From an optimization exercise on the open Yosys and OpenROAD flow, aimed at small area, a short achievable clock period and few clock cycles per item; shortcuts taken in it are not production practice. No functional check of the RTL was part of any run shown here. No activity file was given, so power comes from the tool's default toggle rates.

==> flow/design.v <==
module power_calc (
    input  logic        clk,
    input  logic        rst,
    input  logic        in_valid,
    input  logic [19:0] in_data_1,
    input  logic [2:0]  in_data_2,
    output logic        busy,
    output logic        out_valid,
    output logic [59:0] out_data
);
    logic [19:0] b_r;        
    logic [9:0]  a_r;        
    logic [2:0]  j_r;        
    logic [2:0]  rem_r;      
    logic        act_r;      
    logic        first_r;    
    logic        small_r;    
    logic        kzero_r;    
    logic        gate_r;     
    logic        stall_r;    
    logic        bsmall_r;   
    logic [2:0]  nlast_r;    
    logic        busy_r;
    logic [9:0]  ls_r;       
    logic [9:0]  lc_r;       
    logic [19:0] cs_r;       
    logic [19:0] cc_r;       
    logic        co_r;       
    logic        cv_r;       
    logic [2:0]  cj_r;       
    logic        clast_r;    
    logic        cfin_r;     
    logic        ckz_r;      
    logic [59:0] acc_r;      
    logic        ov_r;
    logic [29:0] ts, tc;     
    logic [10:0] lo;         
    logic [19:0] hi;         
    logic [9:0]  wlo;        
    logic [19:0] whi;
    logic        last;
    logic        run;
    logic        tcyc;       
    logic        fin;
    logic        take;
    logic [59:0] view;       
    logic [9:0]  a_nxt;      
    logic [9:0]  a_base;     
    logic        a_lo;       
    logic        a_hi;       
    power_calc_csa u_csa (
        .a  (a_r),
        .b  (b_r),
        .cs (gate_r ? cs_r : 20'd0),
        .cc (gate_r ? cc_r : 20'd0),
        .s  (ts),
        .c  (tc)
    );
    logic [11:0] lo_x;
    logic [19:0] hi0;
    logic [20:0] hi1_x;
    assign lo_x  = {1'b0, ls_r, co_r} + {1'b0, lc_r, co_r};
    assign lo    = lo_x[11:1];
    assign hi0   = cs_r + cc_r;
    assign hi1_x = {cs_r, 1'b1} + {cc_r, 1'b1};
    assign hi    = lo[10] ? hi1_x[20:1] : hi0;
    assign wlo   = ckz_r ? 10'd0 : lo[9:0];
    assign whi   = ckz_r ? 20'd1 : hi;
    always_comb begin
        view = acc_r;
        if (cv_r) begin
            for (int i = 0; i < 6; i++) begin
                if (cj_r != 3'd0 && i == int'(cj_r) - 1) view[10*i +: 10] = wlo;
                if (clast_r && i == int'(cj_r))           view[10*i +: 10] = whi[9:0];
                if (clast_r && i == int'(cj_r) + 1)       view[10*i +: 10] = whi[19:10];
                if (clast_r && i > int'(cj_r) + 1)        view[10*i +: 10] = 10'd0;
            end
        end
    end
    assign last = (j_r == 3'd0) ? bsmall_r : (first_r | (j_r == nlast_r));
    assign tcyc = act_r & ~stall_r;
    assign run  = tcyc & ~small_r;
    assign fin  = tcyc & (small_r | (last & (rem_r == 3'd1)));
    assign take = in_valid & ~busy_r;
    always_comb begin
        if (first_r) begin
            a_nxt = b_r[19:10];
        end else begin
            case (j_r)
                3'd0:    a_nxt = acc_r[19:10];
                3'd1:    a_nxt = acc_r[29:20];
                3'd2:    a_nxt = acc_r[39:30];
                default: a_nxt = acc_r[49:40];
            endcase
        end
    end
    always_comb begin
        a_lo   = 1'b0;
        a_hi   = 1'b0;
        a_base = a_nxt;
        if (stall_r) begin
            a_lo = (cj_r == 3'd1);
            a_hi = (cj_r == 3'd0);
        end else if (last) begin
            a_base = acc_r[9:0];
            a_lo   = cv_r & (cj_r == 3'd1);
        end else begin
            a_lo   = cv_r & ~first_r & (j_r == 3'd0) & (cj_r == 3'd2);
        end
    end
    logic        act_nt, stall_nt, first_nt, last_nt, busy_nt, busy_new;
    logic [2:0]  j_nt, rem_nt, nlast_nt;
    assign act_nt   = act_r & ~fin;
    assign stall_nt = run & last & (rem_r != 3'd1) & (j_r[2:1] == 2'd0);
    assign j_nt     = run ? (last ? 3'd0 : j_r + 3'd1) : j_r;
    assign first_nt = first_r & ~(run & last);
    assign rem_nt   = (run & last) ? rem_r - 3'd1 : rem_r;
    logic        top;        
    assign top      = lo[10] ? |hi1_x[20:11] : |hi0[19:10];
    assign nlast_nt = (cv_r & clast_r) ? cj_r + {2'd0, top} : nlast_r;
    assign last_nt  = (j_nt == 3'd0) ? bsmall_r
                    : (first_nt | (~(cv_r & clast_r) & (j_nt == nlast_r)));
    assign busy_nt  = act_nt & (stall_nt | ~last_nt | (rem_nt != 3'd1));
    assign busy_new = ~((in_data_2 < 3'd2) | ((in_data_2 == 3'd2) & ~|in_data_1[19:10]));
    always_ff @(posedge clk) begin
        if (rst) begin
            act_r   <= 1'b0;
            stall_r <= 1'b0;
            busy_r  <= 1'b0;
            cv_r    <= 1'b0;
            co_r    <= 1'b0;
            ov_r    <= 1'b0;
        end else begin
            ov_r    <= cv_r & cfin_r;
            cv_r    <= tcyc;
            co_r    <= cv_r & ~clast_r & lo[10];
            stall_r <= stall_nt;
            act_r   <= take | act_nt;
            busy_r  <= take ? busy_new : busy_nt;
        end
    end
    always_ff @(posedge clk) begin
        if (cv_r) acc_r <= view;
        nlast_r <= nlast_nt;
        ls_r    <= ts[9:0];
        lc_r    <= tc[9:0];
        cs_r    <= ts[29:10];
        cc_r    <= tc[29:10];
        cj_r    <= small_r ? 3'd1 : j_r;
        clast_r <= small_r | last;
        cfin_r  <= small_r | (last & (rem_r == 3'd1));
        ckz_r   <= small_r & kzero_r;
        a_r     <= take ? ((in_data_2 < 3'd2) ? 10'd1 : in_data_1[9:0])
                        : (a_lo ? lo[9:0] : (a_hi ? hi[9:0] : a_base));
        j_r     <= j_nt;
        gate_r  <= (j_nt != 3'd0);
        first_r <= first_nt;
        rem_r   <= rem_nt;
        if (take) begin
            b_r      <= in_data_1;
            bsmall_r <= ~|in_data_1[19:10];
            j_r      <= 3'd0;
            gate_r   <= 1'b0;
            first_r  <= 1'b1;
            small_r  <= in_data_2 < 3'd2;
            kzero_r  <= in_data_2 == 3'd0;
            rem_r    <= (in_data_2 > 3'd5) ? 3'd4 : in_data_2 - 3'd1;
        end
    end
    assign busy      = busy_r;
    assign out_valid = ov_r;
    assign out_data  = acc_r;
endmodule
module power_calc_csa (
    input  logic [9:0]  a,
    input  logic [19:0] b,
    input  logic [19:0] cs,
    input  logic [19:0] cc,
    output logic [29:0] s,
    output logic [29:0] c
);
    logic [19:0] pp [10];
    always_comb begin
        for (int i = 0; i < 10; i++) pp[i] = b & {20{a[i]}};
    end
    logic w1;
    logic w2;
    logic w3;
    logic w4;
    logic w5;
    logic w6;
    logic w7;
    logic w8;
    logic w9;
    logic w10;
    logic w11;
    logic w12;
    logic w13;
    logic w14;
    logic w15;
    logic w16;
    logic w17;
    logic w18;
    logic w19;
    logic w20;
    logic w21;
    logic w22;
    logic w23;
    logic w24;
    logic w25;
    logic w26;
    logic w27;
    logic w28;
    logic w29;
    logic w30;
    logic w31;
    logic w32;
    logic w33;
    logic w34;
    logic w35;
    logic w36;
    logic w37;
    logic w38;
    logic w39;
    logic w40;
    logic w41;
    logic w42;
    logic w43;
    logic w44;
    logic w45;
    logic w46;
    logic w47;
    logic w48;
    logic w49;
    logic w50;
    logic w51;
    logic w52;
    logic w53;
    logic w54;
    logic w55;
    logic w56;
    logic w57;
    logic w58;
    logic w59;
    logic w60;
    logic w61;
    logic w62;
    logic w63;
    logic w64;
    logic w65;
    logic w66;
    logic w67;
    logic w68;
    logic w69;
    logic w70;
    logic w71;
    logic w72;
    logic w73;
    logic w74;
    logic w75;
    logic w76;
    logic w77;
    logic w78;
    logic w79;
    logic w80;
    logic w81;
    logic w82;
    logic w83;
    logic w84;
    logic w85;
    logic w86;
    logic w87;
    logic w88;
    logic w89;
    logic w90;
    logic w91;
    logic w92;
    logic w93;
    logic w94;
    logic w95;
    logic w96;
    logic w97;
    logic w98;
    logic w99;
    logic w100;
    logic w101;
    logic w102;
    logic w103;
    logic w104;
    logic w105;
    logic w106;
    logic w107;
    logic w108;
    logic w109;
    logic w110;
    logic w111;
    logic w112;
    logic w113;
    logic w114;
    logic w115;
    logic w116;
    logic w117;
    logic w118;
    logic w119;
    logic w120;
    logic w121;
    logic w122;
    logic w123;
    logic w124;
    logic w125;
    logic w126;
    logic w127;
    logic w128;
    logic w129;
    logic w130;
    logic w131;
    logic w132;
    logic w133;
    logic w134;
    logic w135;
    logic w136;
    logic w137;
    logic w138;
    logic w139;
    logic w140;
    logic w141;
    logic w142;
    logic w143;
    logic w144;
    logic w145;
    logic w146;
    logic w147;
    logic w148;
    logic w149;
    logic w150;
    logic w151;
    logic w152;
    logic w153;
    logic w154;
    logic w155;
    logic w156;
    logic w157;
    logic w158;
    logic w159;
    logic w160;
    logic w161;
    logic w162;
    logic w163;
    logic w164;
    logic w165;
    logic w166;
    logic w167;
    logic w168;
    logic w169;
    logic w170;
    logic w171;
    logic w172;
    logic w173;
    logic w174;
    logic w175;
    logic w176;
    logic w177;
    logic w178;
    logic w179;
    logic w180;
    logic w181;
    logic w182;
    logic w183;
    logic w184;
    logic w185;
    logic w186;
    logic w187;
    logic w188;
    logic w189;
    logic w190;
    logic w191;
    logic w192;
    logic w193;
    logic w194;
    logic w195;
    logic w196;
    logic w197;
    logic w198;
    logic w199;
    logic w200;
    logic w201;
    logic w202;
    logic w203;
    logic w204;
    logic w205;
    logic w206;
    logic w207;
    logic w208;
    logic w209;
    logic w210;
    logic w211;
    logic w212;
    logic w213;
    logic w214;
    logic w215;
    logic w216;
    logic w217;
    logic w218;
    logic w219;
    logic w220;
    logic w221;
    logic w222;
    logic w223;
    logic w224;
    logic w225;
    logic w226;
    logic w227;
    logic w228;
    logic w229;
    logic w230;
    logic w231;
    logic w232;
    logic w233;
    logic w234;
    logic w235;
    logic w236;
    logic w237;
    logic w238;
    logic w239;
    logic w240;
    logic w241;
    logic w242;
    logic w243;
    logic w244;
    logic w245;
    logic w246;
    logic w247;
    logic w248;
    logic w249;
    logic w250;
    logic w251;
    logic w252;
    logic w253;
    logic w254;
    logic w255;
    logic w256;
    logic w257;
    logic w258;
    logic w259;
    logic w260;
    logic w261;
    logic w262;
    logic w263;
    logic w264;
    logic w265;
    logic w266;
    logic w267;
    logic w268;
    logic w269;
    logic w270;
    logic w271;
    logic w272;
    logic w273;
    logic w274;
    logic w275;
    logic w276;
    logic w277;
    logic w278;
    logic w279;
    logic w280;
    logic w281;
    logic w282;
    logic w283;
    logic w284;
    logic w285;
    logic w286;
    logic w287;
    logic w288;
    logic w289;
    logic w290;
    logic w291;
    logic w292;
    logic w293;
    logic w294;
    logic w295;
    logic w296;
    logic w297;
    logic w298;
    logic w299;
    logic w300;
    logic w301;
    logic w302;
    logic w303;
    logic w304;
    logic w305;
    logic w306;
    logic w307;
    logic w308;
    logic w309;
    logic w310;
    logic w311;
    logic w312;
    logic w313;
    logic w314;
    logic w315;
    logic w316;
    logic w317;
    logic w318;
    logic w319;
    logic w320;
    logic w321;
    logic w322;
    logic w323;
    logic w324;
    logic w325;
    logic w326;
    logic w327;
    logic w328;
    logic w329;
    logic w330;
    logic w331;
    logic w332;
    logic w333;
    logic w334;
    logic w335;
    logic w336;
    logic w337;
    logic w338;
    logic w339;
    logic w340;
    logic w341;
    logic w342;
    logic w343;
    logic w344;
    logic w345;
    logic w346;
    logic w347;
    logic w348;
    logic w349;
    logic w350;
    logic w351;
    logic w352;
    logic w353;
    logic w354;
    logic w355;
    logic w356;
    logic w357;
    logic w358;
    logic w359;
    logic w360;
    logic w361;
    logic w362;
    logic w363;
    logic w364;
    logic w365;
    logic w366;
    logic w367;
    logic w368;
    logic w369;
    logic w370;
    logic w371;
    logic w372;
    logic w373;
    logic w374;
    logic w375;
    logic w376;
    logic w377;
    logic w378;
    logic w379;
    logic w380;
    logic w381;
    logic w382;
    logic w383;
    logic w384;
    logic w385;
    logic w386;
    logic w387;
    logic w388;
    logic w389;
    logic w390;
    logic w391;
    logic w392;
    logic w393;
    logic w394;
    logic w395;
    logic w396;
    logic w397;
    logic w398;
    logic w399;
    logic w400;
    power_calc_ha u_w1 (.a(cs[7]), .b(cc[7]), .s(w1), .c(w2));
    power_calc_fa u_w3 (.a(cs[8]), .b(cc[8]), .ci(pp[0][8]), .s(w3), .c(w4));
    power_calc_ha u_w5 (.a(pp[1][7]), .b(pp[2][6]), .s(w5), .c(w6));
    power_calc_fa u_w7 (.a(cs[9]), .b(cc[9]), .ci(pp[0][9]), .s(w7), .c(w8));
    power_calc_fa u_w9 (.a(pp[1][8]), .b(pp[2][7]), .ci(pp[3][6]), .s(w9), .c(w10));
    power_calc_ha u_w11 (.a(pp[4][5]), .b(pp[5][4]), .s(w11), .c(w12));
    power_calc_fa u_w13 (.a(cs[10]), .b(cc[10]), .ci(pp[0][10]), .s(w13), .c(w14));
    power_calc_fa u_w15 (.a(pp[1][9]), .b(pp[2][8]), .ci(pp[3][7]), .s(w15), .c(w16));
    power_calc_fa u_w17 (.a(pp[4][6]), .b(pp[5][5]), .ci(pp[6][4]), .s(w17), .c(w18));
    power_calc_fa u_w19 (.a(cs[11]), .b(cc[11]), .ci(pp[0][11]), .s(w19), .c(w20));
    power_calc_fa u_w21 (.a(pp[1][10]), .b(pp[2][9]), .ci(pp[3][8]), .s(w21), .c(w22));
    power_calc_fa u_w23 (.a(pp[4][7]), .b(pp[5][6]), .ci(pp[6][5]), .s(w23), .c(w24));
    power_calc_fa u_w25 (.a(cs[12]), .b(cc[12]), .ci(pp[0][12]), .s(w25), .c(w26));
    power_calc_fa u_w27 (.a(pp[1][11]), .b(pp[2][10]), .ci(pp[3][9]), .s(w27), .c(w28));
    power_calc_fa u_w29 (.a(pp[4][8]), .b(pp[5][7]), .ci(pp[6][6]), .s(w29), .c(w30));
    power_calc_fa u_w31 (.a(cs[13]), .b(cc[13]), .ci(pp[0][13]), .s(w31), .c(w32));
    power_calc_fa u_w33 (.a(pp[1][12]), .b(pp[2][11]), .ci(pp[3][10]), .s(w33), .c(w34));
    power_calc_fa u_w35 (.a(pp[4][9]), .b(pp[5][8]), .ci(pp[6][7]), .s(w35), .c(w36));
    power_calc_fa u_w37 (.a(cs[14]), .b(cc[14]), .ci(pp[0][14]), .s(w37), .c(w38));
    power_calc_fa u_w39 (.a(pp[1][13]), .b(pp[2][12]), .ci(pp[3][11]), .s(w39), .c(w40));
    power_calc_fa u_w41 (.a(pp[4][10]), .b(pp[5][9]), .ci(pp[6][8]), .s(w41), .c(w42));
    power_calc_fa u_w43 (.a(cs[15]), .b(cc[15]), .ci(pp[0][15]), .s(w43), .c(w44));
    power_calc_fa u_w45 (.a(pp[1][14]), .b(pp[2][13]), .ci(pp[3][12]), .s(w45), .c(w46));
    power_calc_fa u_w47 (.a(pp[4][11]), .b(pp[5][10]), .ci(pp[6][9]), .s(w47), .c(w48));
    power_calc_fa u_w49 (.a(cs[16]), .b(cc[16]), .ci(pp[0][16]), .s(w49), .c(w50));
    power_calc_fa u_w51 (.a(pp[1][15]), .b(pp[2][14]), .ci(pp[3][13]), .s(w51), .c(w52));
    power_calc_fa u_w53 (.a(pp[4][12]), .b(pp[5][11]), .ci(pp[6][10]), .s(w53), .c(w54));
    power_calc_fa u_w55 (.a(cs[17]), .b(cc[17]), .ci(pp[0][17]), .s(w55), .c(w56));
    power_calc_fa u_w57 (.a(pp[1][16]), .b(pp[2][15]), .ci(pp[3][14]), .s(w57), .c(w58));
    power_calc_fa u_w59 (.a(pp[4][13]), .b(pp[5][12]), .ci(pp[6][11]), .s(w59), .c(w60));
    power_calc_fa u_w61 (.a(cs[18]), .b(cc[18]), .ci(pp[0][18]), .s(w61), .c(w62));
    power_calc_fa u_w63 (.a(pp[1][17]), .b(pp[2][16]), .ci(pp[3][15]), .s(w63), .c(w64));
    power_calc_fa u_w65 (.a(pp[4][14]), .b(pp[5][13]), .ci(pp[6][12]), .s(w65), .c(w66));
    power_calc_fa u_w67 (.a(cs[19]), .b(cc[19]), .ci(pp[0][19]), .s(w67), .c(w68));
    power_calc_fa u_w69 (.a(pp[1][18]), .b(pp[2][17]), .ci(pp[3][16]), .s(w69), .c(w70));
    power_calc_fa u_w71 (.a(pp[4][15]), .b(pp[5][14]), .ci(pp[6][13]), .s(w71), .c(w72));
    power_calc_fa u_w73 (.a(pp[1][19]), .b(pp[2][18]), .ci(pp[3][17]), .s(w73), .c(w74));
    power_calc_ha u_w75 (.a(pp[4][16]), .b(pp[5][15]), .s(w75), .c(w76));
    power_calc_ha u_w77 (.a(pp[2][19]), .b(pp[3][18]), .s(w77), .c(w78));
    power_calc_ha u_w79 (.a(cs[4]), .b(cc[4]), .s(w79), .c(w80));
    power_calc_fa u_w81 (.a(cs[5]), .b(cc[5]), .ci(pp[0][5]), .s(w81), .c(w82));
    power_calc_ha u_w83 (.a(pp[1][4]), .b(pp[2][3]), .s(w83), .c(w84));
    power_calc_fa u_w85 (.a(cs[6]), .b(cc[6]), .ci(pp[0][6]), .s(w85), .c(w86));
    power_calc_fa u_w87 (.a(pp[1][5]), .b(pp[2][4]), .ci(pp[3][3]), .s(w87), .c(w88));
    power_calc_ha u_w89 (.a(pp[4][2]), .b(pp[5][1]), .s(w89), .c(w90));
    power_calc_fa u_w91 (.a(pp[0][7]), .b(pp[1][6]), .ci(pp[2][5]), .s(w91), .c(w92));
    power_calc_fa u_w93 (.a(pp[3][4]), .b(pp[4][3]), .ci(pp[5][2]), .s(w93), .c(w94));
    power_calc_fa u_w95 (.a(pp[6][1]), .b(pp[7][0]), .ci(w1), .s(w95), .c(w96));
    power_calc_fa u_w97 (.a(pp[3][5]), .b(pp[4][4]), .ci(pp[5][3]), .s(w97), .c(w98));
    power_calc_fa u_w99 (.a(pp[6][2]), .b(pp[7][1]), .ci(pp[8][0]), .s(w99), .c(w100));
    power_calc_fa u_w101 (.a(w2), .b(w5), .ci(w3), .s(w101), .c(w102));
    power_calc_fa u_w103 (.a(pp[6][3]), .b(pp[7][2]), .ci(pp[8][1]), .s(w103), .c(w104));
    power_calc_fa u_w105 (.a(pp[9][0]), .b(w6), .ci(w11), .s(w105), .c(w106));
    power_calc_fa u_w107 (.a(w4), .b(w7), .ci(w9), .s(w107), .c(w108));
    power_calc_fa u_w109 (.a(pp[7][3]), .b(pp[8][2]), .ci(pp[9][1]), .s(w109), .c(w110));
    power_calc_fa u_w111 (.a(w12), .b(w8), .ci(w10), .s(w111), .c(w112));
    power_calc_fa u_w113 (.a(w13), .b(w15), .ci(w17), .s(w113), .c(w114));
    power_calc_fa u_w115 (.a(pp[7][4]), .b(pp[8][3]), .ci(pp[9][2]), .s(w115), .c(w116));
    power_calc_fa u_w117 (.a(w14), .b(w16), .ci(w18), .s(w117), .c(w118));
    power_calc_fa u_w119 (.a(w19), .b(w21), .ci(w23), .s(w119), .c(w120));
    power_calc_fa u_w121 (.a(pp[7][5]), .b(pp[8][4]), .ci(pp[9][3]), .s(w121), .c(w122));
    power_calc_fa u_w123 (.a(w20), .b(w22), .ci(w24), .s(w123), .c(w124));
    power_calc_fa u_w125 (.a(w25), .b(w27), .ci(w29), .s(w125), .c(w126));
    power_calc_fa u_w127 (.a(pp[7][6]), .b(pp[8][5]), .ci(pp[9][4]), .s(w127), .c(w128));
    power_calc_fa u_w129 (.a(w26), .b(w28), .ci(w30), .s(w129), .c(w130));
    power_calc_fa u_w131 (.a(w31), .b(w33), .ci(w35), .s(w131), .c(w132));
    power_calc_fa u_w133 (.a(pp[7][7]), .b(pp[8][6]), .ci(pp[9][5]), .s(w133), .c(w134));
    power_calc_fa u_w135 (.a(w32), .b(w34), .ci(w36), .s(w135), .c(w136));
    power_calc_fa u_w137 (.a(w37), .b(w39), .ci(w41), .s(w137), .c(w138));
    power_calc_fa u_w139 (.a(pp[7][8]), .b(pp[8][7]), .ci(pp[9][6]), .s(w139), .c(w140));
    power_calc_fa u_w141 (.a(w38), .b(w40), .ci(w42), .s(w141), .c(w142));
    power_calc_fa u_w143 (.a(w43), .b(w45), .ci(w47), .s(w143), .c(w144));
    power_calc_fa u_w145 (.a(pp[7][9]), .b(pp[8][8]), .ci(pp[9][7]), .s(w145), .c(w146));
    power_calc_fa u_w147 (.a(w44), .b(w46), .ci(w48), .s(w147), .c(w148));
    power_calc_fa u_w149 (.a(w49), .b(w51), .ci(w53), .s(w149), .c(w150));
    power_calc_fa u_w151 (.a(pp[7][10]), .b(pp[8][9]), .ci(pp[9][8]), .s(w151), .c(w152));
    power_calc_fa u_w153 (.a(w50), .b(w52), .ci(w54), .s(w153), .c(w154));
    power_calc_fa u_w155 (.a(w55), .b(w57), .ci(w59), .s(w155), .c(w156));
    power_calc_fa u_w157 (.a(pp[7][11]), .b(pp[8][10]), .ci(pp[9][9]), .s(w157), .c(w158));
    power_calc_fa u_w159 (.a(w56), .b(w58), .ci(w60), .s(w159), .c(w160));
    power_calc_fa u_w161 (.a(w61), .b(w63), .ci(w65), .s(w161), .c(w162));
    power_calc_fa u_w163 (.a(pp[7][12]), .b(pp[8][11]), .ci(pp[9][10]), .s(w163), .c(w164));
    power_calc_fa u_w165 (.a(w62), .b(w64), .ci(w66), .s(w165), .c(w166));
    power_calc_fa u_w167 (.a(w67), .b(w69), .ci(w71), .s(w167), .c(w168));
    power_calc_fa u_w169 (.a(pp[6][14]), .b(pp[7][13]), .ci(pp[8][12]), .s(w169), .c(w170));
    power_calc_fa u_w171 (.a(pp[9][11]), .b(w75), .ci(w68), .s(w171), .c(w172));
    power_calc_fa u_w173 (.a(w70), .b(w72), .ci(w73), .s(w173), .c(w174));
    power_calc_fa u_w175 (.a(pp[4][17]), .b(pp[5][16]), .ci(pp[6][15]), .s(w175), .c(w176));
    power_calc_fa u_w177 (.a(pp[7][14]), .b(pp[8][13]), .ci(pp[9][12]), .s(w177), .c(w178));
    power_calc_fa u_w179 (.a(w76), .b(w77), .ci(w74), .s(w179), .c(w180));
    power_calc_fa u_w181 (.a(pp[3][19]), .b(pp[4][18]), .ci(pp[5][17]), .s(w181), .c(w182));
    power_calc_fa u_w183 (.a(pp[6][16]), .b(pp[7][15]), .ci(pp[8][14]), .s(w183), .c(w184));
    power_calc_ha u_w185 (.a(pp[9][13]), .b(w78), .s(w185), .c(w186));
    power_calc_fa u_w187 (.a(pp[4][19]), .b(pp[5][18]), .ci(pp[6][17]), .s(w187), .c(w188));
    power_calc_ha u_w189 (.a(pp[7][16]), .b(pp[8][15]), .s(w189), .c(w190));
    power_calc_ha u_w191 (.a(pp[5][19]), .b(pp[6][18]), .s(w191), .c(w192));
    power_calc_ha u_w193 (.a(cs[2]), .b(cc[2]), .s(w193), .c(w194));
    power_calc_fa u_w195 (.a(cs[3]), .b(cc[3]), .ci(pp[0][3]), .s(w195), .c(w196));
    power_calc_ha u_w197 (.a(pp[1][2]), .b(pp[2][1]), .s(w197), .c(w198));
    power_calc_fa u_w199 (.a(pp[0][4]), .b(pp[1][3]), .ci(pp[2][2]), .s(w199), .c(w200));
    power_calc_fa u_w201 (.a(pp[3][1]), .b(pp[4][0]), .ci(w79), .s(w201), .c(w202));
    power_calc_fa u_w203 (.a(pp[3][2]), .b(pp[4][1]), .ci(pp[5][0]), .s(w203), .c(w204));
    power_calc_fa u_w205 (.a(w80), .b(w83), .ci(w81), .s(w205), .c(w206));
    power_calc_fa u_w207 (.a(pp[6][0]), .b(w84), .ci(w89), .s(w207), .c(w208));
    power_calc_fa u_w209 (.a(w82), .b(w85), .ci(w87), .s(w209), .c(w210));
    power_calc_fa u_w211 (.a(w90), .b(w86), .ci(w88), .s(w211), .c(w212));
    power_calc_fa u_w213 (.a(w91), .b(w93), .ci(w95), .s(w213), .c(w214));
    power_calc_fa u_w215 (.a(w92), .b(w94), .ci(w96), .s(w215), .c(w216));
    power_calc_fa u_w217 (.a(w97), .b(w99), .ci(w101), .s(w217), .c(w218));
    power_calc_fa u_w219 (.a(w98), .b(w100), .ci(w103), .s(w219), .c(w220));
    power_calc_fa u_w221 (.a(w105), .b(w102), .ci(w107), .s(w221), .c(w222));
    power_calc_fa u_w223 (.a(w104), .b(w109), .ci(w106), .s(w223), .c(w224));
    power_calc_fa u_w225 (.a(w108), .b(w111), .ci(w113), .s(w225), .c(w226));
    power_calc_fa u_w227 (.a(w110), .b(w115), .ci(w112), .s(w227), .c(w228));
    power_calc_fa u_w229 (.a(w114), .b(w117), .ci(w119), .s(w229), .c(w230));
    power_calc_fa u_w231 (.a(w116), .b(w121), .ci(w118), .s(w231), .c(w232));
    power_calc_fa u_w233 (.a(w120), .b(w123), .ci(w125), .s(w233), .c(w234));
    power_calc_fa u_w235 (.a(w122), .b(w127), .ci(w124), .s(w235), .c(w236));
    power_calc_fa u_w237 (.a(w126), .b(w129), .ci(w131), .s(w237), .c(w238));
    power_calc_fa u_w239 (.a(w128), .b(w133), .ci(w130), .s(w239), .c(w240));
    power_calc_fa u_w241 (.a(w132), .b(w135), .ci(w137), .s(w241), .c(w242));
    power_calc_fa u_w243 (.a(w134), .b(w139), .ci(w136), .s(w243), .c(w244));
    power_calc_fa u_w245 (.a(w138), .b(w141), .ci(w143), .s(w245), .c(w246));
    power_calc_fa u_w247 (.a(w140), .b(w145), .ci(w142), .s(w247), .c(w248));
    power_calc_fa u_w249 (.a(w144), .b(w147), .ci(w149), .s(w249), .c(w250));
    power_calc_fa u_w251 (.a(w146), .b(w151), .ci(w148), .s(w251), .c(w252));
    power_calc_fa u_w253 (.a(w150), .b(w153), .ci(w155), .s(w253), .c(w254));
    power_calc_fa u_w255 (.a(w152), .b(w157), .ci(w154), .s(w255), .c(w256));
    power_calc_fa u_w257 (.a(w156), .b(w159), .ci(w161), .s(w257), .c(w258));
    power_calc_fa u_w259 (.a(w158), .b(w163), .ci(w160), .s(w259), .c(w260));
    power_calc_fa u_w261 (.a(w162), .b(w165), .ci(w167), .s(w261), .c(w262));
    power_calc_fa u_w263 (.a(w164), .b(w169), .ci(w166), .s(w263), .c(w264));
    power_calc_fa u_w265 (.a(w168), .b(w171), .ci(w173), .s(w265), .c(w266));
    power_calc_fa u_w267 (.a(w170), .b(w175), .ci(w177), .s(w267), .c(w268));
    power_calc_fa u_w269 (.a(w172), .b(w174), .ci(w179), .s(w269), .c(w270));
    power_calc_fa u_w271 (.a(w176), .b(w178), .ci(w181), .s(w271), .c(w272));
    power_calc_fa u_w273 (.a(w183), .b(w185), .ci(w180), .s(w273), .c(w274));
    power_calc_fa u_w275 (.a(pp[9][14]), .b(w189), .ci(w182), .s(w275), .c(w276));
    power_calc_fa u_w277 (.a(w184), .b(w186), .ci(w187), .s(w277), .c(w278));
    power_calc_fa u_w279 (.a(pp[7][17]), .b(pp[8][16]), .ci(pp[9][15]), .s(w279), .c(w280));
    power_calc_fa u_w281 (.a(w190), .b(w191), .ci(w188), .s(w281), .c(w282));
    power_calc_fa u_w283 (.a(pp[6][19]), .b(pp[7][18]), .ci(pp[8][17]), .s(w283), .c(w284));
    power_calc_ha u_w285 (.a(pp[9][16]), .b(w192), .s(w285), .c(w286));
    power_calc_ha u_w287 (.a(pp[7][19]), .b(pp[8][18]), .s(w287), .c(w288));
    power_calc_ha u_w289 (.a(cs[1]), .b(cc[1]), .s(w289), .c(w290));
    power_calc_fa u_w291 (.a(pp[0][2]), .b(pp[1][1]), .ci(pp[2][0]), .s(w291), .c(w292));
    power_calc_fa u_w293 (.a(pp[3][0]), .b(w194), .ci(w197), .s(w293), .c(w294));
    power_calc_fa u_w295 (.a(w198), .b(w196), .ci(w199), .s(w295), .c(w296));
    power_calc_fa u_w297 (.a(w200), .b(w202), .ci(w203), .s(w297), .c(w298));
    power_calc_fa u_w299 (.a(w204), .b(w207), .ci(w206), .s(w299), .c(w300));
    power_calc_fa u_w301 (.a(w208), .b(w210), .ci(w211), .s(w301), .c(w302));
    power_calc_fa u_w303 (.a(w212), .b(w214), .ci(w215), .s(w303), .c(w304));
    power_calc_fa u_w305 (.a(w216), .b(w219), .ci(w218), .s(w305), .c(w306));
    power_calc_fa u_w307 (.a(w220), .b(w223), .ci(w222), .s(w307), .c(w308));
    power_calc_fa u_w309 (.a(w224), .b(w227), .ci(w226), .s(w309), .c(w310));
    power_calc_fa u_w311 (.a(w228), .b(w231), .ci(w230), .s(w311), .c(w312));
    power_calc_fa u_w313 (.a(w232), .b(w235), .ci(w234), .s(w313), .c(w314));
    power_calc_fa u_w315 (.a(w236), .b(w239), .ci(w238), .s(w315), .c(w316));
    power_calc_fa u_w317 (.a(w240), .b(w243), .ci(w242), .s(w317), .c(w318));
    power_calc_fa u_w319 (.a(w244), .b(w247), .ci(w246), .s(w319), .c(w320));
    power_calc_fa u_w321 (.a(w248), .b(w251), .ci(w250), .s(w321), .c(w322));
    power_calc_fa u_w323 (.a(w252), .b(w255), .ci(w254), .s(w323), .c(w324));
    power_calc_fa u_w325 (.a(w256), .b(w259), .ci(w258), .s(w325), .c(w326));
    power_calc_fa u_w327 (.a(w260), .b(w263), .ci(w262), .s(w327), .c(w328));
    power_calc_fa u_w329 (.a(w267), .b(w264), .ci(w266), .s(w329), .c(w330));
    power_calc_fa u_w331 (.a(w268), .b(w271), .ci(w270), .s(w331), .c(w332));
    power_calc_fa u_w333 (.a(w272), .b(w275), .ci(w277), .s(w333), .c(w334));
    power_calc_fa u_w335 (.a(w279), .b(w276), .ci(w278), .s(w335), .c(w336));
    power_calc_fa u_w337 (.a(w280), .b(w283), .ci(w285), .s(w337), .c(w338));
    power_calc_fa u_w339 (.a(pp[9][17]), .b(w287), .ci(w284), .s(w339), .c(w340));
    power_calc_ha u_w341 (.a(pp[8][19]), .b(pp[9][18]), .s(w341), .c(w342));
    power_calc_ha u_w343 (.a(cs[0]), .b(cc[0]), .s(w343), .c(w344));
    power_calc_fa u_w345 (.a(pp[0][1]), .b(pp[1][0]), .ci(w289), .s(w345), .c(w346));
    power_calc_fa u_w347 (.a(w290), .b(w193), .ci(w291), .s(w347), .c(w348));
    power_calc_fa u_w349 (.a(w292), .b(w195), .ci(w293), .s(w349), .c(w350));
    power_calc_fa u_w351 (.a(w201), .b(w294), .ci(w295), .s(w351), .c(w352));
    power_calc_fa u_w353 (.a(w296), .b(w297), .ci(w205), .s(w353), .c(w354));
    power_calc_fa u_w355 (.a(w298), .b(w209), .ci(w299), .s(w355), .c(w356));
    power_calc_fa u_w357 (.a(w213), .b(w300), .ci(w301), .s(w357), .c(w358));
    power_calc_fa u_w359 (.a(w302), .b(w303), .ci(w217), .s(w359), .c(w360));
    power_calc_fa u_w361 (.a(w304), .b(w221), .ci(w305), .s(w361), .c(w362));
    power_calc_fa u_w363 (.a(w225), .b(w306), .ci(w307), .s(w363), .c(w364));
    power_calc_fa u_w365 (.a(w229), .b(w308), .ci(w309), .s(w365), .c(w366));
    power_calc_fa u_w367 (.a(w233), .b(w310), .ci(w311), .s(w367), .c(w368));
    power_calc_fa u_w369 (.a(w237), .b(w312), .ci(w313), .s(w369), .c(w370));
    power_calc_fa u_w371 (.a(w241), .b(w314), .ci(w315), .s(w371), .c(w372));
    power_calc_fa u_w373 (.a(w245), .b(w316), .ci(w317), .s(w373), .c(w374));
    power_calc_fa u_w375 (.a(w249), .b(w318), .ci(w319), .s(w375), .c(w376));
    power_calc_fa u_w377 (.a(w253), .b(w320), .ci(w321), .s(w377), .c(w378));
    power_calc_fa u_w379 (.a(w257), .b(w322), .ci(w323), .s(w379), .c(w380));
    power_calc_fa u_w381 (.a(w261), .b(w324), .ci(w325), .s(w381), .c(w382));
    power_calc_fa u_w383 (.a(w265), .b(w326), .ci(w327), .s(w383), .c(w384));
    power_calc_fa u_w385 (.a(w269), .b(w328), .ci(w329), .s(w385), .c(w386));
    power_calc_fa u_w387 (.a(w273), .b(w330), .ci(w331), .s(w387), .c(w388));
    power_calc_fa u_w389 (.a(w274), .b(w333), .ci(w332), .s(w389), .c(w390));
    power_calc_fa u_w391 (.a(w281), .b(w334), .ci(w335), .s(w391), .c(w392));
    power_calc_fa u_w393 (.a(w282), .b(w337), .ci(w336), .s(w393), .c(w394));
    power_calc_fa u_w395 (.a(w286), .b(w339), .ci(w338), .s(w395), .c(w396));
    power_calc_fa u_w397 (.a(w288), .b(w341), .ci(w340), .s(w397), .c(w398));
    power_calc_ha u_w399 (.a(pp[9][19]), .b(w342), .s(w399), .c(w400));
    assign s[0] = pp[0][0];
    assign c[0] = w343;
    assign s[1] = w344;
    assign c[1] = w345;
    assign s[2] = w346;
    assign c[2] = w347;
    assign s[3] = w348;
    assign c[3] = w349;
    assign s[4] = w350;
    assign c[4] = w351;
    assign s[5] = w352;
    assign c[5] = w353;
    assign s[6] = w354;
    assign c[6] = w355;
    assign s[7] = w356;
    assign c[7] = w357;
    assign s[8] = w358;
    assign c[8] = w359;
    assign s[9] = w360;
    assign c[9] = w361;
    assign s[10] = w362;
    assign c[10] = w363;
    assign s[11] = w364;
    assign c[11] = w365;
    assign s[12] = w366;
    assign c[12] = w367;
    assign s[13] = w368;
    assign c[13] = w369;
    assign s[14] = w370;
    assign c[14] = w371;
    assign s[15] = w372;
    assign c[15] = w373;
    assign s[16] = w374;
    assign c[16] = w375;
    assign s[17] = w376;
    assign c[17] = w377;
    assign s[18] = w378;
    assign c[18] = w379;
    assign s[19] = w380;
    assign c[19] = w381;
    assign s[20] = w382;
    assign c[20] = w383;
    assign s[21] = w384;
    assign c[21] = w385;
    assign s[22] = w386;
    assign c[22] = w387;
    assign s[23] = w388;
    assign c[23] = w389;
    assign s[24] = w391;
    assign c[24] = w390;
    assign s[25] = w392;
    assign c[25] = w393;
    assign s[26] = w395;
    assign c[26] = w394;
    assign s[27] = w397;
    assign c[27] = w396;
    assign s[28] = w399;
    assign c[28] = w398;
    assign s[29] = w400;
    assign c[29] = 1'b0;
endmodule
module power_calc_fa (input logic a, input logic b, input logic ci,
                      output logic s, output logic c);
    assign s = a ^ b ^ ci;
    assign c = (a & b) | (a & ci) | (b & ci);
endmodule
module power_calc_ha (input logic a, input logic b,
                      output logic s, output logic c);
    assign s = a ^ b;
    assign c = a & b;
endmodule
==> flow/flow/run.sh <==
#!/bin/bash
# Standard layout, but with timing repair aiming past the 5 ns margin cap of config.mk.
set -euo pipefail
bash standard.sh SETUP_SLACK_MARGIN=6.3 finish > standard_flow.log 2>&1
==> flow/standard.sh <==
#!/bin/bash
# synth_recipe.tcl (not shown) runs the flow's synth.tcl, then flattens the netlist and writes it again
# the make line also repeats each setting of config.mk as NAME=value (left out here)
make -C /OpenROAD-flow-scripts/flow DESIGN_CONFIG=/design/flow/config.mk WORK_HOME=/design/flow/orfs CLKGATE_MAP_FILE= SYNTH_SCRIPT=/design/flow/synth_recipe.tcl "${@:-finish}"
==> flow/config.mk <==
export PLATFORM = sky130hd
export DESIGN_NAME = power_calc
export DESIGN_NICKNAME = power_calc
export VERILOG_FILES = /design/flow/design.v
export SDC_FILE = /design/flow/constraint.sdc
export NUM_CORES = 4
export LEC_CHECK = 0
export CAP_MARGIN = 20
export CORE_MARGIN = 2
export CORE_UTILIZATION = 40
export SLEW_MARGIN = 20
export SYNTH_HIERARCHICAL = 1
export SYNTH_MINIMUM_KEEP_SIZE = 0
==> flow/constraint.sdc <==
create_clock -name core_clock -period 10.0 [get_ports {clk}]
set_input_delay 2.0000 -clock core_clock [delete_from_list [all_inputs] [get_ports {clk}]]
set_output_delay 2.0000 -clock core_clock [all_outputs]
set_load 0.01 [all_outputs]
==> flow_summary.yaml, run 1 <==
outcome:
  status: "timing/DRC/antenna clean"
placed_design:
  io_buffers: 87
  dp_hpwl_mm: 38.1
  dpl_worst_slack_ps: 6010
  gp_congestion: 0.964
global_routing:
  grt_antenna_before_repair: 4
  grt_usage_pct: 24.3
  grt_overflow: 0
  top_usage_layer: "met2"
  met2_usage_pct: 38.1
  grt_pass1_vias: 12300
  grt_max_degree: 58
  grt_use_met1_pct: 33.5
  grt_pass1_wl_mm: 74.8
  use_met3_pct: 5.93
timing:
  finalCriticalPeriod_ps: 3660
  tightest_slew_ps: 1120
  clock_skew_ps: 16.5
  slew_headroom_pct: 25.1
  timing.fmax_mhz: 273
  rsz0062_at_grt: "true"
  hold_viol_final: 0
  setup_ws_ps: 6340
  setup-tns-final_ps: 0
  drv_slew: 0
  min_period_over_period_pct: 36.6
  finalSetupViolCount: 0
setup_path:
  reg2reg_slack_ps: 6340
  crit_type: "register to register"
  cp_data_arrival_time_ps: 3850
  worstReg2RegStart: "cc_r[2]"
  worstPathRequired_ps: 10190
  worstPathMaxFanout: 8
  cp-end-kind: "register"
  reg2reg_depth: 13
  cp-start-kind: "register"
  r2r-end: "nlast_r[2]"
yosys:
  synth_nets: 1867
  synth_top_area_cell: "fa_1"
  yosysTopAreaCellShare_pct: 23.1
  syn-instance-count: 1588
  synth_edf_count: 86
  yosys_warnings: 10
  synth_most_common_cell: "fa_1"
  ys_ff_latch: 176
  synthTopCellsByArea: "fa_1 23%, edfxtp_1 16%, dfxtp_1 11%, and2_1 6.3%, ha_1 5.4%"
  synth_area_um2: 16000
  async_flop_share_pct: 0
  syn_area_per_cell_um2: 10.1
  ys_seq_area_share_pct: 27.5
  synth_flop_cell: "dfxtp_1"
  ys_types: 68
  yosys-top-cells-count: "184 x fa_1, 161 x and2_1, 116 x nor2_1"
finish:
  regArea_um2: 4390
  nFillCells: 3803
  nets: 1847
  multi_input_comb_area_um2: 10700
  diodes: 0
  drive_gt1_share_pct: 13.0
  syn_to_final_growth_pct: 9.55
pwr:
  ir_drop_mv: 0.178
  leakage_nw: 7.07
  power_density_nw_per_um2: 323
detailed_routing:
  drt-pass1-iter-count: 6
  vias: 12000
  drc: 0
  drtIter0Drc: 1038
  vias_per_cell: 5.72
  drt-total-wl_mm: 49.7
  wl_per_cell_um: 23.6
  drtAntennaViolNets: 0
floorplanning:
  ios: 88
  dieHeight_um: 204
  start_util_pct: 40.4
  core_area_um2: 39500
  dieWidth_um: 204
  rows: 73
  fp.dieArea_um2: 41500
clock_network:
  cts_inserted_buffers: 17
  cts_root_buf: "clkbuf_16"
  clkTransAtPathRegs_ps: 80
  insertion_delay_ps: 450
  cts_max_level: 4
  cts_tree: "done"
  hold_buffers: 0
  cts.path.max_buffers: 2
  clock-sinks: 176
job:
  max_cap_viol_count: 0
min_path:
  min_path_cells: 1
  hold_end: "ckz_r"
  min_from: "kzero_r"
  holdCritPathClass: "register to register"
==> final cells by class <==
class,instances,share of cell area [%]
multi-input cells,1239,61.4
flip-flops and latches,176,25.1
repair buffers,104,5.71
well taps,525,3.76
clock buffers,19,2.72
inverters,30,0.644
clock inverters,13,0.615
==> per-module statistics from Yosys (local to each module, per instance) <==
| module | flip-flops and latches | area, um2 | times used | cells |
|---|---|---|---|---|
| power_calc | 176 | 10100 | 1 | 1107 |
| power_calc_csa | 0 | 2030 | 1 | 281 |
| power_calc_fa | 0 | 20.0 | 181 | 1 |
| power_calc_ha | 0 | 12.5 | 19 | 1 |
==> repair_timing <==
item	4_1_cts	5_1_grt
buffers inserted	2	1
pin swaps	1	2
endpoints found under the setup margin	29	70
resized for setup	9	38
==> worst max path at each step <==
stage                         from    endpoint  cells after the start
after floorplan           in_valid    rem_r[2]                      7
after global placement    in_valid      a_r[9]                      7
after detailed placement  in_valid      a_r[9]                      7
after CTS                  ls_r[2]   acc_r[38]                     11
after global routing       cc_r[4]  nlast_r[2]                     13
final                      cc_r[2]  nlast_r[2]                     13
==> where the power goes <==
| part | leakage (nW) | internal [mW] | switching, mW |
|---|---|---|---|
| sequential | 1.56 | 0.985 | 0.171 |
| combinational | 5.22 | 1.40 | 2.41 |
| clock | 0.294 | 0.356 | 0.321 |
| total | 7.07 | 2.74 | 2.90 |
==> critical path, cell delays in order, from the launching register on <==
cell,delay [ps]
dfxtp_1,360
ha_2,460
a21oi_2,100
o21a_1,250
o21a_1,240
o211ai_1,210
xnor2_1,150
or3b_2,470
nor4_1,260
o2bb2ai_1,160
a22oi_1,160
ha_1,250
ha_1,190
xor2_1,140
==> through the flow <==
stage	std cells	util, %	hold WS, ps	cell area (um2)	total power, mW
global route	2106	44.2	482	17500	5.97
CTS	2105	43.8	459	17300	5.46
global placement	2071	42.2	434	16700	4.72
detailed placement	2071	42.2	443	16700	4.75
floorplan	1588	-	426	16000	3.95
finish	2106	44.2	457	17500	5.64
==> kinds of logic (layout without fill, tap and decap cells) <==
family / count (synthesis) / after routing / share of synthesized area, %
compound gates: 321 / 321 / 13.1
xor+xnor: 46 / 46 / 2.52
fa+ha+maj: 253 / 253 / 28.5
buf+inv: 173 / 166 / 6.36
flops: 176 / 176 / 27.5
mux: 26 / 26 / 1.70
other cells: 1 / 1 / 0.0235
simple gates: 592 / 592 / 20.4
==> registers in the layout (all words and copies together), names as in the netlist, 3 cells and up <==
| signal | cells |
|---|---|
| nlast_r | 3 |
| cj_r | 3 |
| cc_r | 20 |
| j_r | 3 |
| rem_r | 3 |
| a_r | 10 |
| acc_r | 60 |
| b_r | 20 |
| ls_r | 10 |
| cs_r | 20 |
| lc_r | 10 |
==> routing by layer <==
layer  wire length, um  up-vias
met5                12        -
met4              1060        2
met3              4250       75
met2             22700      478
met1             21700     6103
li1                  -     5390
==> layout by cell type (no fill, tap or decap), types with 12 or more instances in the layout <==
cell type	count
nor2b_1	13
mux2i_1	16
xor2_1	13
edfxtp_1	86
o22ai_1	12
nor3_1	35
and2_1	161
a21o_1	12
and2_2	88
nand2b_1	12
nor2_1	113
inv_1	30
nand4_1	13
clkbuf_16	19
clkdlybuf4s50_1	87
ha_1	58
a211oi_1	16
xnor2_1	23
nand2_1	89
a21oi_1	76
a22oi_1	16
dfxtp_1	82
buf_4	17
fa_1	184
nand3_1	21
o21ai_0	73
o211ai_1	16
==> run 2, diff against run 1 <==
--- a/flow/config.mk
+++ b/flow/config.mk
@@ -6,4 +6,5 @@
 export NUM_CORES = 4
 export LEC_CHECK = 0
+export ABC_AREA = 1
 export CAP_MARGIN = 20
 export CORE_MARGIN = 2
==> run 2 against run 1 <==
Effect of this change: still clean; sequential share of layout area down 0.81 points; worst hold slack worse by 38 ps; die area up 6.3%; count of clock-buffer cells in the layout up 2; final cell count up 26%; via count up 15%; critical endpoint is now busy_r.
==> flow_summary.yaml, run 2 <==
pwr:
  leakage_nw: 9.61
  power_density_nw_per_um2: 315
  ir_drop_mv: 0.205
yosys:
  synth_nets: 2399
  yosys-top-cells-count: "643 x nand2_1, 358 x inv_1, 184 x fa_1"
  ys_ff_latch: 176
  synthTopCellsByArea: "fa_1 22%, edfxtp_1 15%, nand2_1 14%, dfxtp_1 11%, inv_1 7.9%"
  ys_seq_area_share_pct: 25.8
  synth_most_common_cell: "nand2_1"
  syn_area_per_cell_um2: 8.01
  synth_edf_count: 86
  synth_top_area_cell: "fa_1"
  async_flop_share_pct: 0
  yosys_warnings: 10
  synth_area_um2: 17000
  syn-instance-count: 2120
  synth_flop_cell: "dfxtp_1"
  yosysTopAreaCellShare_pct: 21.7
  ys_types: 53
finish:
  nets: 2376
  final_cell_count_no_fill: 2649
  final_core_util_pct: 43.0
  layout_common_cells: "643 x nand2_1, 358 x inv_1, 184 x fa_1, 103 x nor2_1, 100 x nand3_1"
  diodes: 0
  drive_gt1_share_pct: 5.02
  syn_to_final_growth_pct: 6.31
  design_area_um2: 18100
  largest_reg_flops: 60
  layout_commonest_cell: "nand2_1"
  top_register: "acc_r"
clock_network:
  cts.path.max_buffers: 2
  cts_post_setup_buffers_inserted: 0
  cts_tree: "done"
  cts_root_buf: "clkbuf_16"
  clock-sinks: 176
  clkTransAtPathRegs_ps: 70
  cts_inserted_buffers: 17
  insertion_delay_ps: 460
  cts_max_level: 4
  hold_buffers: 0
min_path:
  hold_end: "ov_r"
  holdCritPathClass: "register to register"
  min_from: "cfin_r"
  min_path_cells: 2
timing:
  hold_ws_ps: 419
  finalCriticalPeriod_ps: 3500
  finalSetupViolCount: 0
  drv_slew: 0
  clock_skew_ps: 16.6
  tightest_slew_ps: 1150
  timing.fmax_mhz: 286
  slew_headroom_pct: 23.1
  hold_viol_final: 0
  setup-tns-final_ps: 0
  rsz0062_at_grt: "false"
  min_period_over_period_pct: 35.0
detailed_routing:
  wl_met1_mm: 23.2
  drtAntennaViolNets: 0
  vias_per_cell: 5.22
  vias: 13800
  drt-total-wl_mm: 53.1
  wl_met3_mm: 3.85
  top_layer: "met4"
  drt-pass1-iter-count: 5
  drtIter0Drc: 1158
  drc: 0
  wl_per_cell_um: 20.0
  wl_met2_mm: 24.4
global_routing:
  grt_pass1_wl_mm: 81.3
  grt_usage_pct: 24.7
  grt_overflow: 0
  grt_antenna_before_repair: 0
  grt_max_degree: 41
  grt_pass1_vias: 14100
setup_path:
  reg2reg_slack_ps: 6530
  r2r-end: "cc_r[8]"
  cp_data_arrival_time_ps: 3890
  crit_type: "input port to register"
  worstPathMaxFanout: 33
  cp-end-kind: "register"
  worstReg2RegStart: "b_r[11]"
  cp-start-kind: "input port"
  reg2reg_depth: 7
  worstPathRequired_ps: 10380
placed_design:
  dp_hpwl_mm: 41.5
  dp_cells: 2617
  placed_cell_area_um2: 17500
  io_buffers: 87
  gp_congestion: 0.965
floorplanning:
  dieWidth_um: 210
  fp.dieArea_um2: 44100
  start_util_pct: 40.5
  core_area_um2: 41900
  dieHeight_um: 210
  ios: 88
  rows: 75
outcome:
  status: "timing/DRC/antenna clean"
job:
  max_cap_viol_count: 0
run 2: cell count changes in the layout (fill, tap and decap cells not counted), moves of 16 or more:
cell      delta
and2_2      -88
o21ai_0     -21
nand3_1     +79
inv_1      +328
nor3_1      -25
a211oi_1    -16
and2_1     -161
nand2_1    +554
mux2i_1     -16
run 2: cells by family after synthesis:
group | Yosys count | share of synthesized area (%)
AND/OR/NAND/NOR | 921 | 22.5
buffers and inverters | 506 | 14.9
adder cells (fa/ha/maj) | 253 | 26.8
AO/OA/AOI/OAI | 224 | 7.80
flip-flops | 176 | 25.8
XOR/XNOR | 38 | 2.05
other | 1 | 0.0221
multiplexers | 1 | 0.133
run 2: layout make-up:
| cell class | count | area [um2] |
|---|---|---|
| Sequential cell | 176 | 4390 |
| Tap cell | 539 | 674 |
| Clock buffer | 21 | 483 |
| Inverter | 367 | 1380 |
| Clock inverter | 11 | 90.1 |
| Multi-Input combinational cell | 1438 | 10100 |
| Fill cell | 4174 | 23900 |
| Timing Repair Buffer | 97 | 943 |
run 2: report_power, final:
| group | switching, mW | internal (mW) |
|---|---|---|
| Combinational | 2.57 | 1.26 |
| Clock | 0.314 | 0.353 |
| Sequential | 0.192 | 0.989 |
| Total | 3.07 | 2.61 |
run 2: modules after synthesis, one instance, submodules excluded:
module          cell area [um2]  cells inside
power_calc                10600          1419
power_calc_csa             2470           501
power_calc_fa              20.0             1
power_calc_ha              12.5             1
run 2: worst max-delay path by stage:
stage	to	from	slack [ps]	cells after the start
after CTS	cc_r[8]	a_r[3]	6300	7
after detailed placement	busy_r	in_valid	5470	8
after global placement	busy_r	in_valid	5590	8
after floorplan	b_r[0]	in_valid	6620	3
after global routing	busy_r	in_valid	6310	8
final	busy_r	in_valid	6500	8
run 2: worst max-delay path, cell delays in order:
cell and delay (ps):
clkdlybuf4s50_1 450, inv_1 50, nor2_4 60, buf_4 400, clkinv_2 360, nor2_4 310
nand2_1 90, a21oi_1 140
run 2: layer usage:
metal  vias up  global-route usage (%)
met5         -                       0
met4         0                    8.90
met3       103                    4.77
met2       534                    39.6
met1      6722                    33.3
li1       6456                       -
run 2: repair_timing:
| item | in CTS | in global routing |
|---|---|---|
| hold endpoints to repair | 0 | 0 |
| resized for setup | 2 | 6 |
| pin swaps | 0 | 0 |
| endpoints found under the setup margin | 10 | 40 |
run 2: through the flow:
step | worst slack (ps) | total power [mW]
after global placement | 5590 | 4.89
after detailed placement | 5470 | 4.95
final | 6500 | 5.68
after global routing | 6310 | 6.13
after CTS | 6300 | 5.63
after floorplan | 6620 | 4.26
==> run 3, diff against run 2 <==
--- a/flow/config.mk
+++ b/flow/config.mk
@@ -6,8 +6,7 @@
 export NUM_CORES = 4
 export LEC_CHECK = 0
-export ABC_AREA = 1
 export CAP_MARGIN = 20
 export CORE_MARGIN = 2
-export CORE_UTILIZATION = 40
+export CORE_UTILIZATION = 55
 export SLEW_MARGIN = 20
 export SYNTH_HIERARCHICAL = 1
==> run 3 against run 2 <==
Effect of this change: global-route usage up 7.9 points; still clean on timing, DRC and antenna; die area down 31%; maximum frequency down 3.5%; core utilization up 18 points; final cell count down 26%; final area down 3.6%; largest cell class unchanged; highest routed layer is now met5; flip-flop and latch count unchanged; first-iteration DRC count up 9.4%.
==> flow_summary.yaml, run 3 <==
detailed_routing:
  drc: 0
  vias_per_cell: 6.08
  drt-pass1-iter-count: 6
  vias: 11900
  wl_per_cell_um: 24.6
  drtAntennaViolNets: 0
  drt-total-wl_mm: 48.3
  drtIter0Drc: 1267
finish:
  largest_reg_flops: 60
  top_register: "acc_r"
  drive_gt1_share_pct: 13.4
  layout_common_cells: "184 x fa_1, 161 x and2_1, 113 x nor2_1, 90 x nand2_1, 88 x and2_2"
  nets: 1846
  design_area_um2: 17400
  layout_commonest_cell: "fa_1"
  final_core_util_pct: 60.8
  syn_to_final_growth_pct: 9.05
  final_cell_count_no_fill: 1964
  diodes: 0
pwr:
  power_density_nw_per_um2: 323
  leakage_nw: 7.07
  ir_drop_mv: 0.185
floorplanning:
  fp.dieArea_um2: 30400
  start_util_pct: 55.8
  dieWidth_um: 174
  rows: 62
  ios: 88
  core_area_um2: 28600
  dieHeight_um: 174
yosys:
  synth_edf_count: 86
  ys_seq_area_share_pct: 27.5
  synth_nets: 1867
  synth_area_um2: 16000
  synthTopCellsByArea: "fa_1 23%, edfxtp_1 16%, dfxtp_1 11%, and2_1 6.3%, ha_1 5.4%"
  synth_most_common_cell: "fa_1"
  yosysTopAreaCellShare_pct: 23.1
  synth_flop_cell: "dfxtp_1"
  synth_top_family_by_area: "adder cells"
  ys_ff_latch: 176
  synthMuxAreaShare_pct: 1.70
  yosys-top-cells-count: "184 x fa_1, 161 x and2_1, 116 x nor2_1"
  yosys_warnings: 10
  synth_top_area_cell: "fa_1"
  synth_xor_area_share_pct: 2.52
  syn-instance-count: 1588
  synth-simple-area-share_pct: 20.4
  synthAdderAreaFrac_pct: 28.5
  async_flop_share_pct: 0
  synth_compound_area_share_pct: 13.1
  ys_types: 68
  syn_area_per_cell_um2: 10.1
global_routing:
  grt_max_degree: 58
  grt_pass1_wl_mm: 74.0
  grt_antenna_before_repair: 1
  grt_pass1_vias: 12200
  grt_usage_pct: 32.5
  grt_overflow: 0
timing:
  drv_slew: 0
  hold_viol_final: 0
  finalCriticalPeriod_ps: 3630
  rsz0062_at_grt: "true"
  hold_ws_ps: 461
  timing.fmax_mhz: 276
  min_period_over_period_pct: 36.3
  tightest_slew_ps: 1310
  setup-tns-final_ps: 0
  clock_skew_ps: 17.1
  slew_headroom_pct: 12.3
  finalSetupViolCount: 0
setup_path:
  cp-start-kind: "register"
  cp-end-kind: "register"
  cp_data_arrival_time_ps: 3800
  crit_type: "register to register"
  worstPathRequired_ps: 10170
  worstPathMaxFanout: 7
placed_design:
  io_buffers: 87
  placed_cell_area_um2: 16500
  dp_cells: 1929
  gp_congestion: 1.00
  dp_hpwl_mm: 36.5
clock_network:
  cts_root_buf: "clkbuf_16"
  cts_tree: "done"
  clock-sinks: 176
  insertion_delay_ps: 450
  clkTransAtPathRegs_ps: 80
  hold_buffers: 0
  cts_max_level: 4
  cts_inserted_buffers: 17
  cts.path.max_buffers: 2
outcome:
  status: "timing/DRC/antenna clean"
job:
  max_cap_viol_count: 0
min_path:
  holdCritPathClass: "register to register"
run 3: changes by cell type in the layout (fill, tap and decap cells not counted), sizes merged, moves of 25 or more:
cell and delta:
inv -332, nand2 -566, nor3 +25, nand3 -90, and2 +249
run 3: cell type report:
class / instances / area (um2)
flip-flops and latches: 176 / 4400
inverters: 30 / 113
clock inverters: 14 / 156
fillers: 2455 / 11200
clock buffers: 18 / 450
multi-input cells: 1239 / 10800
well taps: 384 / 480
repair buffers: 103 / 991
run 3: repair_timing:
action / 4_1_cts / 5_1_grt
gates resized for setup: 9 / 54
setup endpoints to repair: 41 / 77
buffers inserted: 2 / 1
gates cloned: 0 / 0
pin swaps: 1 / 0
run 3: metrics by stage:
stage          setup slack [ps]  power [mW]
6_report                   6370        5.63
5_1_grt                    6180        5.98
3_5_place_dp               5880        4.64
2_1_floorplan              6350        3.95
3_3_place_gp               5880        4.60
4_1_cts                    6270        5.38
run 3: cell families (layout without fill, tap and decap cells):
group           count (synthesis)  after routing
compound gates                321            321
xor+xnor                       46             46
fa+ha+maj                     253            253
buf+inv                       173            165
flops                         176            176
mux                            26             26
other cells                     1              1
simple gates                  592            592
run 3: final timing paths:
kind	from	to	slack [ps]	cells after the start
setup / recovery	ls_r[0]	acc_r[49]	6370	9
hold / removal	kzero_r	ckz_r	460	1
setup reg to reg	ls_r[0]	acc_r[49]	6370	9
hold reg to reg	kzero_r	ckz_r	460	1
run 3: modules after synthesis (local to each module, per instance):
module,flip-flops and latches,cells inside,copies in the design
power_calc,176,1107,1
power_calc_csa,0,281,1
power_calc_fa,0,1,181
power_calc_ha,0,1,19
run 3: where the power goes:
group	internal (mW)	switching [mW]
registers	0.986	0.192
logic	1.40	2.36
clock network	0.352	0.341
run 3: per-layer routing:
layer / track usage, % / up-vias / wire length (um)
li1: - / 5388 / -
met1: 47.1 / 5966 / 21200
met2: 49.9 / 534 / 21800
met3: 7.68 / 51 / 4570
met4: 7.46 / 2 / 682
met5: 0 / - / 11
run 3: worst max-delay path, cell delays in order (launching register included):
cell and delay [ps]:
dfxtp_1 340, fa_1 470, a21o_1 200, a21oi_1 270, o211ai_1 170, a31o_2 250
a21oi_1 170, xor2_1 1020, mux2_2 340, o22ai_1 100
==> run 4, diff against run 3 <==
==> flow/flow/run.sh (replaced) <==
#!/bin/bash
# Standard layout, but with timing repair aiming past the 5 ns margin cap of config.mk.
set -euo pipefail
bash standard.sh SETUP_SLACK_MARGIN=6.5 finish > standard_flow.log 2>&1
--- a/flow/config.mk
+++ b/flow/config.mk
@@ -8,5 +8,5 @@
 export CAP_MARGIN = 20
 export CORE_MARGIN = 2
-export CORE_UTILIZATION = 55
+export CORE_UTILIZATION = 40
 export SLEW_MARGIN = 20
 export SYNTH_HIERARCHICAL = 1
==> run 4 against run 3 <==
Effect of this change: largest power group unchanged; first-iteration DRC count down 6.4%; core utilization decreased by 15 points; critical path type unchanged; critical path depth rose by 2; combinational power increased by 11%.
==> flow_summary.yaml, run 4 <==
floorplanning:
  dieHeight_um: 204
  fp.dieArea_um2: 41500
  ios: 88
  rows: 73
  dieWidth_um: 204
  core_area_um2: 39500
  start_util_pct: 40.4
yosys:
  synthTopCellsByArea: "fa_1 23%, edfxtp_1 16%, dfxtp_1 11%, and2_1 6.3%, ha_1 5.4%"
  yosys-top-cells-count: "184 x fa_1, 161 x and2_1, 116 x nor2_1"
  ys_ff_latch: 176
  ys_seq_area_share_pct: 27.5
  synth_flop_cell: "dfxtp_1"
  synth_edf_count: 86
  ys_types: 68
  synth_area_um2: 16000
  yosys_warnings: 10
  synth_most_common_cell: "fa_1"
  async_flop_share_pct: 0
  syn-instance-count: 1588
  yosysTopAreaCellShare_pct: 23.1
  synth_top_area_cell: "fa_1"
  syn_area_per_cell_um2: 10.1
  synth_nets: 1867
min_path:
  holdCritPathClass: "register to register"
timing:
  hold_viol_final: 0
  finalCriticalPeriod_ps: 3490
  hold_ws_ps: 460
  drv_slew: 0
  setup-tns-final_ps: 0
  timing.fmax_mhz: 286
  rsz0062_at_grt: "true"
  finalSetupViolCount: 0
  tightest_slew_ps: 1140
  min_period_over_period_pct: 34.9
  slew_headroom_pct: 24.0
  clock_skew_ps: 15.9
clock_network:
  cts_inserted_buffers: 17
  cts.path.max_buffers: 2
  cts_root_buf: "clkbuf_16"
  cts_tree: "done"
  clkTransAtPathRegs_ps: 70
  cts_max_level: 4
  clock-sinks: 176
  insertion_delay_ps: 450
  hold_buffers: 0
setup_path:
  critPathBufInv: 1
  crit_type: "register to register"
  worstPathRequired_ps: 10240
  cp_data_arrival_time_ps: 3740
  cp_top_family: "compound AO/OA/AOI/OAI gates"
  slowest_stage: "xor2_4"
  cp_cell_sequence: "ha_1 > a21o_1 > a21oi_2 > a21oi_2 > o41ai_4 > buf_6 > mux2i_2 > o21ai_1 > xor2_4 > a221oi_1 > nor3_1"
  worstPathMaxFanout: 14
  cp-end-kind: "register"
  critical_path.max_stage_delay_ps: 490
  cp-start-kind: "register"
  crit_top_cell: "a21oi_2"
finish:
  final_cell_count_no_fill: 2136
  multi_input_comb_area_um2: 11000
  diodes: 0
  syn_to_final_growth_pct: 12.9
  layout_common_cells: "182 x fa_1, 161 x and2_1, 112 x nor2_1, 88 x nand2_1, 88 x and2_2"
  layout_commonest_cell: "fa_1"
  drive_gt1_share_pct: 16.4
  nets: 1877
  top_register: "acc_r"
  regArea_um2: 4400
  largest_reg_flops: 60
  design_area_um2: 18000
  nFillCells: 3698
detailed_routing:
  wl_per_cell_um: 23.0
  drtAntennaViolNets: 0
  wl_met1_mm: 21.9
  top_layer: "met4"
  wl_met2_mm: 22.3
  drc: 0
  vias_per_cell: 5.69
  wl_met3_mm: 3.80
  drt-pass1-iter-count: 5
  drtIter0Drc: 1186
  vias: 12200
  drt-total-wl_mm: 49.1
global_routing:
  grt_usage_pct: 24.0
  grt_pass1_wl_mm: 74.2
  grt_antenna_before_repair: 3
  grt_overflow: 0
  grt_max_degree: 58
  grt_pass1_vias: 12200
pwr:
  power_density_nw_per_um2: 332
  leakage_nw: 7.23
  finalPower_mw: 5.98
  ir_drop_mv: 0.168
placed_design:
  dp_cells: 2069
  placed_cell_area_um2: 16700
  io_buffers: 87
  dp_hpwl_mm: 37.3
  gp_congestion: 0.964
job:
  max_cap_viol_count: 0
outcome:
  status: "timing/DRC/antenna clean"
==> run 4: cell counts after synthesis <==
Identical to the previous run, type by type.
==> run 4: worst register-to-register path, delay by kind of cell (launching register included) <==
family | cells | cell delay, ps
AO/OA/AOI/OAI | 6 | 1190
XOR/XNOR | 1 | 490
adder cells (fa/ha/maj) | 1 | 360
buffers and inverters | 1 | 230
flip-flops | 1 | 300
multiplexers | 1 | 420
AND/OR/NAND/NOR | 1 | 310
==> run 4: stage by stage <==
stage / setup slack (ps) / util, %
finish: 6510 / 45.6
global route: 6450 / 45.6
CTS: 6380 / 44.5
detailed placement: 5490 / 42.2
global placement: 5560 / 42.2
floorplan: 6600 / -
==> run 4: area by class of cell <==
cell class | instances | share of cell area [%]
timing repair inverter | 1 | 0.0417
tap | 525 | 3.64
sequential | 176 | 24.4
clock inverter | 12 | 0.541
timing repair buffer | 133 | 6.91
inverter | 30 | 0.646
clock buffer | 20 | 2.60
multi-input combinational | 1239 | 61.2
==> run 4: final timing paths <==
check | depth (start not counted) | slack (ps) | end | from
max | 11 | 6510 | acc_r[16] | ls_r[2]
min | 1 | 460 | ckz_r | kzero_r
max reg2reg | 11 | 6510 | acc_r[16] | ls_r[2]
min reg2reg | 1 | 460 | ckz_r | kzero_r
==> run 4: Yosys stat by module, one instance, submodules excluded <==
module          cells  flops+latches
power_calc_fa       1              0
power_calc       1107            176
power_calc_ha       1              0
power_calc_csa    281              0
==> run 4: cells by family (layout without fill, tap and decap cells) <==
kind of cell    Yosys count  count (layout)  share of synthesized area (%)
compound gates          321             321                           13.1
other cells               1               1                         0.0235
buf+inv                 173             196                           6.36
flops                   176             176                           27.5
xor+xnor                 46              46                           2.52
mux                      26              26                           1.70
fa+ha+maj               253             253                           28.5
simple gates            592             592                           20.4
==> run 4: repair_timing <==
item	CTS	global route
gates cloned	1	0
gates resized for setup	63	41
pin swaps	3	16
setup endpoints to repair	133	88
buffers inserted	7	26
==> run 4: routing by layer <==
layer	GRT usage [%]	vias up
met2	37.3	483
met1	33.8	6133
met4	6.62	0
met3	4.95	67
met5	0	-
li1	-	5473
==> run 4: report_power, final <==
| group | leakage [nW] | internal (mW) | total, mW | switching, mW |
|---|---|---|---|---|
| clock network | 0.278 | 0.345 | 0.657 | 0.311 |
| registers | 1.56 | 0.986 | 1.17 | 0.189 |
| logic | 5.39 | 1.65 | 4.15 | 2.50 |

-- port drivers added, routing unchanged --
The results above use ideal ports. As a check the final layouts listed here were re-extracted and re-timed, cells and wires unchanged.
Step 1 assumes that a clkbuf_16 drives the clock port and a buf_2 every other input.
Step 2 moves the port delays by t, midway between the first and last clock arrival at a register: inputs arrive t later, outputs are due t later. That takes back most of the time a late clock gives input paths.
Slacks: ideal ports / drivers / drivers and shift; pairs: ideal ports / drivers.
| run | t (ns) | slack for setup (ns) | latest minus earliest clock arrival (ns) |
|---|---|---|---|
| run 1 | 0.493 | 6.337 / 6.337 / 6.203 | 0.017 / 0.017 |
| run 2 | 0.506 | 6.499 / 6.448 / 6.023 | 0.017 / 0.018 |
| run 3 | 0.487 | 6.372 / 6.372 / 6.101 | 0.019 / 0.019 |
| run 4 | 0.495 | 6.506 / 6.473 / 6.165 | 0.016 / 0.015 |
After both steps every run listed still meets setup and hold. The setup slack of run 2, which loses most, moves by -0.051 ns with the drivers and by -0.476 ns with both steps.
